Background: an optimization exercise with open tools, aiming at small area. Do not read the settings as production practice. In this exercise RTL edits were held to simulation tests only and were not proved equivalent to the original. Power figures rest on the tool's default switching activity, not on a simulated workload.

==> design.v <==
package drac_pkg;
    typedef logic [31:0] word_t;     
    typedef logic [15:0] addr_t;     
    typedef logic [5:0]  slot_t;     
    typedef logic [23:0] pos_t;      
    localparam int FRAME_WORDS = 64;
    localparam int NUM_ENC     = 7;  
    localparam logic [3:0] ADDR_MAIN           = 4'h4;
    localparam logic [3:0] ADDR_ESPM           = 4'h9;
    localparam logic [3:0] ADDR_BOARD_SPECIFIC = 4'hB;
    localparam logic [3:0] OFF_ENC_LOAD = 4'h4;
    localparam logic [3:0] OFF_ENC_DATA = 4'h5;
    localparam slot_t SLOT_POS_BASE   = 6'd8;    
    localparam slot_t SLOT_ESII       = 6'h21;   
    localparam slot_t SLOT_INST_MODEL = 6'h22;
    localparam slot_t SLOT_INST_ID    = 6'h23;
    localparam pos_t  ENC_MIDRANGE = 24'h800000;
    localparam word_t FILL_WORD    = 32'h0000cccc;   
    localparam word_t BUILD_NUMBER = 32'd2;
endpackage
module drac_sel_or
#(
    parameter int N = 64,    
    parameter int W = 32     
) (
    input  logic [N-1:0][W-1:0] d,
    input  logic [N-1:0]        s,
    output logic [W-1:0]        y
);
    localparam int NA = (N + 2) / 3;     
    localparam int NN = (NA + 3) / 4;    
    for (genvar b = 0; b < W; b++) begin : g_bit
        logic [NA-1:0] an;               
        logic [NN-1:0] nn;               
        for (genvar a = 0; a < NA; a++) begin : g_aoi
            localparam int K = (N - 3 * a >= 3) ? 3 : N - 3 * a;
            logic [K-1:0] dk, sk;
            for (genvar k = 0; k < K; k++) begin : g_k
                assign dk[k] = d[3 * a + k][b];
                assign sk[k] = s[3 * a + k];
            end
            drac_aoi #(.K(K)) u_aoi (.d(dk), .s(sk), .y(an[a]));
        end
        for (genvar n = 0; n < NN; n++) begin : g_nand
            localparam int K = (NA - 4 * n >= 4) ? 4 : NA - 4 * n;
            drac_nand #(.K(K)) u_nand (.a(an[4 * n +: K]), .y(nn[n]));
        end
        assign y[b] = |nn;
    end
endmodule
module drac_aoi #(parameter int K = 3) (
    input  logic [K-1:0] d,
    input  logic [K-1:0] s,
    output logic         y
);
    assign y = ~|(d & s);
endmodule
module drac_nand #(parameter int K = 4) (
    input  logic [K-1:0] a,
    output logic         y
);
    assign y = ~&a;
endmodule
`timescale 1ns/1ps
module espm_rx_buffer
(
    input  logic  sysclk,
    input  logic  rst,
    input  logic  rx_load,
    input  drac_pkg::slot_t rx_sel,
    input  drac_pkg::word_t rx_data,
    input  logic  rx_crc_good,
    input  drac_pkg::slot_t rd_slot,
    output drac_pkg::word_t rd_data,
    output logic  rd_decoded,           
    input  logic [2:0] wr_ch,
    output drac_pkg::pos_t  wr_pos,     
    output logic  esii_good,
    output logic  frame_copied
);
    logic [drac_pkg::FRAME_WORDS-1:0][31:0] stage_ram;
    logic [drac_pkg::FRAME_WORDS-1:0][31:0] shadow_ram;
    logic [drac_pkg::FRAME_WORDS-1:0]       copy_dec;    
    logic [drac_pkg::FRAME_WORDS-1:0]       rd_dec;      
    logic        load_q;
    drac_pkg::slot_t sel_q;
    drac_pkg::word_t data_q;
    logic        copying;
    logic        copied_all;            
    drac_pkg::slot_t copy_slot;         
    drac_pkg::word_t copy_word;
    always_ff @(posedge sysclk) begin
        if (rst) begin
            load_q <= 1'b0;
        end else begin
            load_q <= rx_load;
        end
        sel_q  <= rx_sel;
        data_q <= rx_data;
        for (int i = 0; i < drac_pkg::FRAME_WORDS; i++) begin
            if (load_q && sel_q == 6'(i)) stage_ram[i] <= data_q;
        end
    end
    always_comb begin
        for (int i = 0; i < drac_pkg::FRAME_WORDS; i++) begin
            copy_dec[i] = (copy_slot == 6'(i));
            rd_dec[i]   = (rd_slot == 6'(i));
        end
    end
    drac_sel_or #(.N(drac_pkg::FRAME_WORDS), .W(32)) u_copy_sel (
        .d(stage_ram), .s(copy_dec), .y(copy_word)
    );
    always_ff @(posedge sysclk) begin
        if (rst) begin
            copying      <= 1'b0;
            copy_slot    <= '0;
            frame_copied <= 1'b0;
            copied_all   <= 1'b0;
        end else begin
            frame_copied <= copying && (copy_slot == 6'd63);
            copy_slot    <= copy_slot + {5'd0, copying};
            if (!copying) begin
                copying <= rx_crc_good;
            end else if (copy_slot == 6'd63) begin
                copying    <= 1'b0;
                copied_all <= 1'b1;
            end
        end
    end
    always_ff @(posedge sysclk) begin
        for (int i = 0; i < drac_pkg::FRAME_WORDS; i++) begin
            if (copying && copy_dec[i]) shadow_ram[i] <= copy_word;
        end
    end
    function automatic logic live(input logic [5:0] k);
        live = copied_all || (copying && (copy_slot > k));
    endfunction
    drac_sel_or #(.N(drac_pkg::FRAME_WORDS), .W(32)) u_rd_sel (
        .d(shadow_ram), .s(rd_dec), .y(rd_data)
    );
    assign rd_decoded = live(rd_slot);
    logic [drac_pkg::NUM_ENC-1:0][23:0] pos_words;
    logic [drac_pkg::NUM_ENC-1:0]       pos_sel;
    always_comb begin
        for (int c = 1; c <= drac_pkg::NUM_ENC; c++) begin
            pos_words[c-1] = shadow_ram[drac_pkg::SLOT_POS_BASE + c][23:0];
            pos_sel[c-1]   = (wr_ch == 3'(c)) && live(6'(8 + c));
        end
    end
    drac_sel_or #(.N(drac_pkg::NUM_ENC), .W(24)) u_pos_sel (
        .d(pos_words), .s(pos_sel), .y(wr_pos)
    );
    assign esii_good = live(drac_pkg::SLOT_ESII) && shadow_ram[drac_pkg::SLOT_ESII][1];
endmodule
`timescale 1ns/1ps
module espm_comm_watchdog
#(
    parameter int WDOG_PERIOD = 1024
) (
    input  logic  sysclk,
    input  logic  rst,
    input  logic  rx_eof,
    input  logic  rx_crc_good,
    output drac_pkg::word_t crc_good_count,
    output drac_pkg::word_t crc_err_count,
    output logic  comm_good
);
    localparam int CNT_W = $clog2(WDOG_PERIOD);
    logic [CNT_W-1:0] win_cnt;
    logic             seen_good;     
    logic             win_end;
    assign win_end = (win_cnt == CNT_W'(WDOG_PERIOD - 1));
    always_ff @(posedge sysclk) begin
        if (rst) begin
            crc_good_count <= '0;
            crc_err_count  <= '0;
        end else begin
            if (rx_crc_good) begin
                crc_good_count <= crc_good_count + 32'd1;
            end
            if (rx_eof && !rx_crc_good) begin
                crc_err_count <= crc_err_count + 32'd1;
            end
        end
    end
    always_ff @(posedge sysclk) begin
        if (rst) begin
            win_cnt   <= '0;
            seen_good <= 1'b0;
            comm_good <= 1'b0;
        end else if (win_end) begin
            win_cnt   <= '0;
            comm_good <= seen_good | rx_crc_good;    
            seen_good <= 1'b0;
        end else begin
            win_cnt   <= win_cnt + 1'b1;
            seen_good <= seen_good | rx_crc_good;
        end
    end
endmodule
`timescale 1ns/1ps
module encoder_preload
(
    input  logic       sysclk,
    input  logic       rst,
    input  logic       reg_wen,
    input  drac_pkg::addr_t      reg_waddr,
    input  drac_pkg::word_t      reg_wdata,
    input  drac_pkg::pos_t       wr_pos,       
    input  logic [2:0] rd_ch,
    output drac_pkg::pos_t       enc_preload,
    output drac_pkg::pos_t       enc_offset
);
    drac_pkg::pos_t       preload [1:drac_pkg::NUM_ENC];
    drac_pkg::pos_t       offset  [1:drac_pkg::NUM_ENC];
    logic       load_wr;
    drac_pkg::pos_t       preload_d;
    drac_pkg::pos_t       offset_d;
    assign load_wr = reg_wen && (reg_waddr[15:12] == drac_pkg::ADDR_MAIN)
                     && (reg_waddr[3:0] == drac_pkg::OFF_ENC_LOAD) && !reg_waddr[7];
    assign preload_d = rst ? drac_pkg::ENC_MIDRANGE : reg_wdata[23:0];
    assign offset_d  = rst ? '0 : reg_wdata[23:0] - wr_pos;     
    always_ff @(posedge sysclk) begin
        for (int c = 1; c <= drac_pkg::NUM_ENC; c++) begin
            if (rst || (load_wr && reg_waddr[6:4] == 3'(c))) begin
                preload[c] <= preload_d;
                offset[c]  <= offset_d;
            end
        end
    end
    logic [drac_pkg::NUM_ENC-1:0][47:0] rd_words;
    logic [drac_pkg::NUM_ENC-1:0]       rd_sel;
    always_comb begin
        for (int c = 1; c <= drac_pkg::NUM_ENC; c++) begin
            rd_words[c-1] = {preload[c], offset[c]};
            rd_sel[c-1]   = (rd_ch == 3'(c));
        end
    end
    drac_sel_or #(.N(drac_pkg::NUM_ENC), .W(48)) u_rd_sel (
        .d(rd_words), .s(rd_sel), .y({enc_preload, enc_offset})
    );
endmodule
`timescale 1ns/1ps
module drac_reg_read
(
    input  logic  sysclk,
    input  logic  rst,
    input  drac_pkg::addr_t reg_raddr,
    output drac_pkg::slot_t rd_slot,
    input  drac_pkg::word_t shadow_rdata,
    input  logic  rd_decoded,
    input  drac_pkg::word_t crc_good_count,
    input  drac_pkg::word_t crc_err_count,
    input  drac_pkg::pos_t  enc_preload,
    input  drac_pkg::pos_t  enc_offset,
    output drac_pkg::word_t reg_rdata
);
    localparam logic [11:0] BS_CRC_ERR    = 12'h000;
    localparam logic [11:0] BS_CRC_GOOD   = 12'h001;
    localparam logic [11:0] BS_ESII       = 12'h010;
    localparam logic [11:0] BS_INST_MODEL = 12'h012;
    localparam logic [11:0] BS_INST_ID    = 12'h013;
    localparam logic [11:0] BS_BUILD      = 12'hfff;
    typedef struct packed {
        logic espm;      
        logic dec;       
        logic pos;       
        logic pre;       
        logic err;
        logic good;
        logic build;
        logic fill;
    } src_t;
    src_t            src_d, src_q;
    drac_pkg::slot_t slot_d;
    logic            ch_ok;
    assign ch_ok = (reg_raddr[7] == 1'b0) && (reg_raddr[6:4] != 3'd0);
    always_comb begin
        src_d  = '0;
        slot_d = {3'b001, reg_raddr[6:4]};
        case (reg_raddr[15:12])
            drac_pkg::ADDR_MAIN: begin
                case (reg_raddr[3:0])
                    drac_pkg::OFF_ENC_LOAD: src_d.pre = ch_ok;
                    drac_pkg::OFF_ENC_DATA: src_d.pos = ch_ok;
                    default:                src_d.fill = 1'b1;
                endcase
            end
            drac_pkg::ADDR_ESPM: begin
                src_d.espm = 1'b1;
                slot_d     = reg_raddr[5:0];
            end
            drac_pkg::ADDR_BOARD_SPECIFIC: begin
                case (reg_raddr[11:0])
                    BS_CRC_ERR:    src_d.err = 1'b1;
                    BS_CRC_GOOD:   src_d.good = 1'b1;
                    BS_ESII:       begin src_d.dec = 1'b1; slot_d = drac_pkg::SLOT_ESII; end
                    BS_INST_MODEL: begin src_d.dec = 1'b1; slot_d = drac_pkg::SLOT_INST_MODEL; end
                    BS_INST_ID:    begin src_d.dec = 1'b1; slot_d = drac_pkg::SLOT_INST_ID; end
                    BS_BUILD:      src_d.build = 1'b1;
                    default:       src_d.fill = 1'b1;
                endcase
            end
            default: ;
        endcase
    end
    drac_pkg::word_t shm;
    drac_pkg::pos_t  adj_pos;
    drac_pkg::word_t mux_rdata;
    assign shm     = (src_q.espm || rd_decoded) ? shadow_rdata : '0;
    assign adj_pos = shm[23:0] + enc_offset;
    always_comb begin
        mux_rdata = '0;
        if (src_q.espm || src_q.dec) mux_rdata = mux_rdata | shm;
        if (src_q.pos)   mux_rdata = mux_rdata | {8'h00, adj_pos};
        if (src_q.pre)   mux_rdata = mux_rdata | {8'h00, enc_preload};
        if (src_q.err)   mux_rdata = mux_rdata | crc_err_count;
        if (src_q.good)  mux_rdata = mux_rdata | crc_good_count;
        if (src_q.build) mux_rdata = mux_rdata | drac_pkg::BUILD_NUMBER;
        if (src_q.fill)  mux_rdata = mux_rdata | drac_pkg::FILL_WORD;
    end
    always_ff @(posedge sysclk) begin
        if (rst) begin
            src_q     <= '0;
            rd_slot   <= '0;
            reg_rdata <= '0;
        end else begin
            src_q     <= src_d;
            rd_slot   <= slot_d;
            reg_rdata <= mux_rdata;
        end
    end
endmodule
`timescale 1ns/1ps
module drac_espm_top
#(
    parameter int WDOG_PERIOD = 1024
) (
    input  logic  sysclk,
    input  logic  rst,
    input  logic  rx_load,
    input  drac_pkg::slot_t rx_sel,
    input  drac_pkg::word_t rx_data,
    input  logic  rx_eof,
    input  logic  rx_crc_good,
    input  logic  reg_wen,
    input  drac_pkg::addr_t reg_waddr,
    input  drac_pkg::word_t reg_wdata,
    input  drac_pkg::addr_t reg_raddr,
    output drac_pkg::word_t reg_rdata,
    output logic  comm_good,
    output logic  esii_good,
    output logic  frame_copied
);
    drac_pkg::slot_t rd_slot;
    drac_pkg::word_t shadow_rdata;
    logic            rd_decoded;
    drac_pkg::pos_t  wr_pos;
    drac_pkg::word_t crc_good_count;
    drac_pkg::word_t crc_err_count;
    drac_pkg::pos_t  enc_preload;
    drac_pkg::pos_t  enc_offset;
    espm_rx_buffer espm_rx_buffer_inst (
        .sysclk(sysclk), .rst(rst),
        .rx_load(rx_load), .rx_sel(rx_sel), .rx_data(rx_data), .rx_crc_good(rx_crc_good),
        .rd_slot(rd_slot), .rd_data(shadow_rdata), .rd_decoded(rd_decoded),
        .wr_ch(reg_waddr[6:4]), .wr_pos(wr_pos),
        .esii_good(esii_good), .frame_copied(frame_copied)
    );
    espm_comm_watchdog #(.WDOG_PERIOD(WDOG_PERIOD)) espm_comm_watchdog_inst (
        .sysclk(sysclk), .rst(rst),
        .rx_eof(rx_eof), .rx_crc_good(rx_crc_good),
        .crc_good_count(crc_good_count), .crc_err_count(crc_err_count),
        .comm_good(comm_good)
    );
    encoder_preload encoder_preload_inst (
        .sysclk(sysclk), .rst(rst),
        .reg_wen(reg_wen), .reg_waddr(reg_waddr), .reg_wdata(reg_wdata),
        .wr_pos(wr_pos), .rd_ch(rd_slot[2:0]),      
        .enc_preload(enc_preload), .enc_offset(enc_offset)
    );
    drac_reg_read drac_reg_read_inst (
        .sysclk(sysclk), .rst(rst), .reg_raddr(reg_raddr),
        .rd_slot(rd_slot), .shadow_rdata(shadow_rdata), .rd_decoded(rd_decoded),
        .crc_good_count(crc_good_count), .crc_err_count(crc_err_count),
        .enc_preload(enc_preload), .enc_offset(enc_offset),
        .reg_rdata(reg_rdata)
    );
endmodule
==> run.sh <==
#!/bin/bash
# synth_recipe.tcl (not shown) runs the flow's synth.tcl, then flattens the netlist and writes it again
# the make line also repeats each setting of config.mk as NAME=value (left out here)
make -C /OpenROAD-flow-scripts/flow DESIGN_CONFIG=/design/flow/config.mk WORK_HOME=/design/flow/orfs CLKGATE_MAP_FILE= SYNTH_SCRIPT=/design/flow/synth_recipe.tcl finish
==> config.mk <==
export PLATFORM = sky130hd
export DESIGN_NAME = drac_espm_top
export DESIGN_NICKNAME = drac_espm_top
export VERILOG_FILES = /design/flow/design.v
export SDC_FILE = /design/flow/constraint.sdc
export NUM_CORES = 4
export LEC_CHECK = 0
export CAP_MARGIN = 20
export CORE_MARGIN = 2
export CORE_UTILIZATION = 45
export PLACE_DENSITY = 0.6
export SLEW_MARGIN = 20
export SYNTH_HIERARCHICAL = 1
==> constraint.sdc <==
create_clock -name core_clock -period 6.0 [get_ports {sysclk}]
set_input_delay 1.2000 -clock core_clock [delete_from_list [all_inputs] [get_ports {sysclk}]]
set_output_delay 1.2000 -clock core_clock [all_outputs]
set_load 0.01 [all_outputs]
==> run summary <==
The run finished with no timing, DRC or antenna violations. In this run the horizontal extent of the chip is 610 µm. In this run the most critical hold path is launched from espm_comm_watchdog_inst.win_cnt[0]$_SDFF_PP0_. The run gives 12 as the count of yosys warnings during synthesis. The number of unique standard cell types used by synthesis is 112, and the minimum clock period is 5840 ps.

The final design instance area without fill was 0.193 mm²; the share of flip-flops with an asynchronous set or reset was 0%. For the netlist area before placement, the log shows 0.165 mm². Detailed placement ended at an HPWL of 300000 µm. The overall power after layout is 67100 µW. The max-slew violation count is 0.

TritonCTS built the clock tree. Tracing the worst setup path back leads to its startpoint at drac_reg_read_inst.rd_slot[1]$_SDFF_PP0_. The final route contains 97600 vias. Relative to the synthesized area, the layout overhead comes to 16.9%. The total area inside the core boundary comes to 0.366 mm².

The maximum clock skew at final layout was 133 ps; the post-place instance area was 0.178 mm². The run gives 0 as the final hold violation count. Startpoint of the worst register-to-register path: drac_reg_read_inst.rd_slot[1]$_SDFF_PP0_. The synthesized net count came out at 8652. Post-CTS timing repair inserted 0 buffers for setup. The count of flip-flops with a built-in enable after synthesis is 4432, and the pin count of the biggest net entering global routing is 81. The overall routing resource usage was 26.2%. From bottom edge to top edge, the die measures 610 µm.

The logs give 45.2% for the starting density of the core and 1010 ps for the latest clock arrival within the worst-skew pair. The setup check on the worst reg-to-reg path leaves a slack of 160 ps. For the count of TritonRoute iterations in the first routing pass, the log shows 15.

Power spread over the standard cell area amounts to 347 mW/mm². Once detail routing completed, the nets flagged for antenna violations numbered 0. Setup violations remaining at the end of the flow were counted as 0. In the synthesized netlist, the number of instances is 8499. For the worst setup path, the data arrival time is 6660 ps. The die covers 0.372 mm².

The cell count of the worst hold path was 1; the utilization after layout was 52.8%. In this run the core area contains 222 standard-cell rows. Number of port buffers: 130. Derived from the worst setup path, the maximum achievable clock frequency is 0.171 GHz.

After layout, the worst path uses 97.3% of the clock period. The total overflow left after global routing is 0. By startpoint and endpoint, the worst setup path is classified as reg -> reg. The cell leakage power is 0.0605 µW. Destination of the worst register-to-register timing path: drac_reg_read_inst.reg_rdata[22]$_SDFF_PP0_.

Fraction of final layout cells with drive strength greater than 1: 15.9%. The worst setup path is captured at a flop. The tools report the worst supply voltage drop on vdd as 0.259 mV. The top cell types in the final layout, fill and taps aside, are edfxtp_1 (4432), a222oi_1 (1511), clkbuf_16 (449). The tools report the CTS root buffer as clkbuf_16. The total of max-cap violations was 0; the CTS clock-pin slew for the worst setup and hold paths was 60 ps.

Of all nets on the critical path, the largest fanout is 15. The class of the worst hold path was reg -> reg. For the number of global-route vias before repair, the log shows 92500. The most common flop cell mapped by yosys is edfxtp_1. The tools report the post-layout net count as 9557. Prior to clock tree synthesis, the placed netlist has a worst setup slack of 103 ps. The worst setup path is launched from a flop.

The tools report the relative slew slack as 18.4%. The run gives 461 ps as the worst hold slack after final layout. The endpoint with the worst hold slack was espm_comm_watchdog_inst.win_cnt[0]$_SDFF_PP0_. After detailed routing, the average wire length per cell comes to 34.4 µm. Setup repair after global routing left no endpoint under its margin. Initial antenna violation count: 21. For this run, the register share of the synthesized area comes to 82.6%. In this run the number of H-tree levels came out at 5. At the end of routability-driven placement, the weighted congestion stood at 0.890.

STA puts the critical path data required time at 6820 ps. The first global-routing pass estimated 698000 µm of wire. In this run, post-CTS hold repair placed 0 buffers. The number of inserted filler cells in the final layout is 28300, and the post-route DRC violation count is 0. For this design, the sink count on the clock tree is 4602. For the pin with the worst max-slew slack, the measured transition is 1210 ps. The synthesis-stage register bit count came out at 4602. The tools report the DRC marker count from the first detailed-route iteration as 21100. The number of buffers between clock root and the deepest sink was 4.

The post-layout worst setup margin was 161 ps; the number of primary I/O pins was 143. For the detailed-route wire length, the log shows 503000 µm. In the routed layout, each cell is associated on average with a via count of 6.68. In this run the mean area of a mapped cell was 19.4 µm². Once the clock tree was built, the resizer swapped 0 gates to a different size. The run gives 444 as the TritonCTS buffer count.

Leaving out fill and tap cells, the most frequent cell in the layout is edfxtp_1. Logic depth of the worst register-to-register path: 15.
-- flip-flops by register name, summed over array words and instances (netlist names), 6 cells and up --
name and flops:
espm_comm_watchdog_inst.crc_good_count 32, drac_reg_read_inst.reg_rdata 32, espm_rx_buffer_inst.stage_ram 2048, espm_rx_buffer_inst.shadow_ram 2048, espm_rx_buffer_inst.data_q 32, drac_reg_read_inst.rd_slot 6
espm_comm_watchdog_inst.crc_err_count 32, drac_reg_read_inst.src_q 8, encoder_preload_inst.preload 168, espm_rx_buffer_inst.sel_q 6, espm_comm_watchdog_inst.win_cnt 10, espm_rx_buffer_inst.copy_slot 6
encoder_preload_inst.offset 168
-- per-module statistics from Yosys (local to each module, per instance), excerpt --
module / cells / flops+latches / cell area [µm²] / copies in the design
espm_rx_buffer: 4584 / 4144 / 126000 / 1
drac_reg_read: 563 / 46 / 4370 / 1
encoder_preload: 603 / 336 / 11800 / 1
-- per-layer routing --
| metal | up-vias | part of all wire (%) | GRT usage [%] |
|---|---|---|---|
| met1 | 50100 | 37 | 36.5 |
| met4 | 2 | 4.7 | 11.2 |
| met3 | 828 | 12 | 4.93 |
| met2 | 6637 | 46 | 40.6 |
| met5 | - | 0.0026 | 0 |
| li1 | 40000 | - | - |
-- kinds of logic (layout without fill, tap and decap cells) --
family | after synthesis | after routing | synth area share, %
buffers and inverters | 239 | 1529 | 0.831
other | 0 | 9 | 0
AOI/OAI and AO/OA | 1867 | 1867 | 10.6
adders and majority gates | 47 | 47 | 0.358
DFF | 4602 | 4602 | 82.6
xor gates and xnor gates | 86 | 86 | 0.456
muxes | 12 | 12 | 0.0826
and+or+nand+nor | 1646 | 1646 | 5.00
-- critical path, stage by stage, from the launching register on --
cell and delay (ps):
dfxtp_1 710, nor2_1 190, nand3_1 440, nor2_4 230
a222oi_1 370, nand4_1 380, nor4_2 740, nand2_1 480
xnor2_1 270, o22ai_1 190, a32oi_1 90, or4_4 620
or4_4 440, o21ai_2 150, nor4_1 70, a211o_1 260
-- where the power goes --
group | internal, µW | leakage (µW) | switching [µW]
Combinational | 537 | 0.0117 | 2100
Sequential | 35900 | 0.0416 | 111
Clock | 16300 | 0.00721 | 12000
-- through the flow --
stage          TNS (ps)  std cells
3_3_place_gp          0      13700
2_1_floorplan   -117190       8499
3_5_place_dp          0      13800
5_1_grt               0      14600
4_1_cts               0      14600
6_report              0      14600
-- cells in the mapped netlist (all sizes together), types with 5 or more instances --
master / n / area, µm²
o21ai: 65 / 348
nand3: 125 / 631
a222oi: 1511 / 15100
a31oi: 18 / 119
buf: 119 / 855
nand3b: 8 / 60.1
mux2i: 5 / 53.8
clkbuf: 66 / 309
nor4: 75 / 469
a21boi: 12 / 90.1
a32oi: 6 / 52.6
nor4b: 5 / 50.0
ha: 44 / 551
a22oi: 13 / 97.6
nand2: 393 / 1480
nand2b: 25 / 159
o31ai: 26 / 195
and3: 19 / 120
nor3: 24 / 120
or2: 10 / 62.6
edfxtp: 4432 / 133000
and4: 14 / 124
nor2: 443 / 1670
a21o: 22 / 165
o22ai: 23 / 144
dfxtp: 170 / 3400
and2: 28 / 175
or3: 25 / 156
nand4: 356 / 2260
inv: 52 / 195
or4: 22 / 174
o21a: 6 / 45.0
xor2: 33 / 289
o211ai: 7 / 52.6
a21oi: 99 / 503
a211oi: 11 / 108
nor3b: 8 / 60.1
xnor2: 53 / 464
nor2b: 49 / 309
mux2: 7 / 82.6
-- how the worst max path moves through the flow --
stage | endpoint | slack, ps | cells after the start
after floorplan | encoder_preload_inst.offset[1][0]$_DFFE_PP_ | -1220 | 3
after global placement | drac_reg_read_inst.reg_rdata[21]$_SDFF_PP0_ | 50 | 19
after detailed placement | drac_reg_read_inst.reg_rdata[15]$_SDFF_PP0_ | 100 | 19
after CTS | drac_reg_read_inst.reg_rdata[15]$_SDFF_PP0_ | 10 | 19
after global routing | drac_reg_read_inst.reg_rdata[20]$_SDFF_PP0_ | 80 | 20
final | drac_reg_read_inst.reg_rdata[22]$_SDFF_PP0_ | 160 | 15
-- cell type report --
cell class              instances  area [µm²]  area share (%)
clock buffers                 548       11700            6.07
well taps                    4816        6030            3.12
repair buffers                645        6140            3.18
inverters                      53         199           0.103
clock inverters               283        3150            1.63
flip-flops and latches       4602      137000            70.7
diodes                          9        22.5          0.0117
multi-input cells            3658       29200            15.1

port drivers added, routing unchanged:
The flow's constraints put no driver on any port. The routed layout listed below was extracted and timed again, unchanged, in two steps. Step 1: set_driving_cell puts a clkbuf_16 on sysclk and a buf_2 on each other input, an assumption about the parent block. Step 2 moves the port delays by t, midway between the first and last clock arrival at a register: inputs arrive t later, outputs are due t later. That takes back most of the time a late clock gives input paths. Three values: ideal, step 1, step 2; two values: the first two.
shift t [ns]: 1.050
setup WS [ns]: 0.161 / 0.161 / 0.018
worst register clock-pin slew, ns: 0.07 / 0.07
worst data-port slew with drivers (ns): 0.07
After both steps this run still meets setup and hold. The setup slack of this run moves by 0.000 ns with the drivers and by -0.143 ns with both steps.
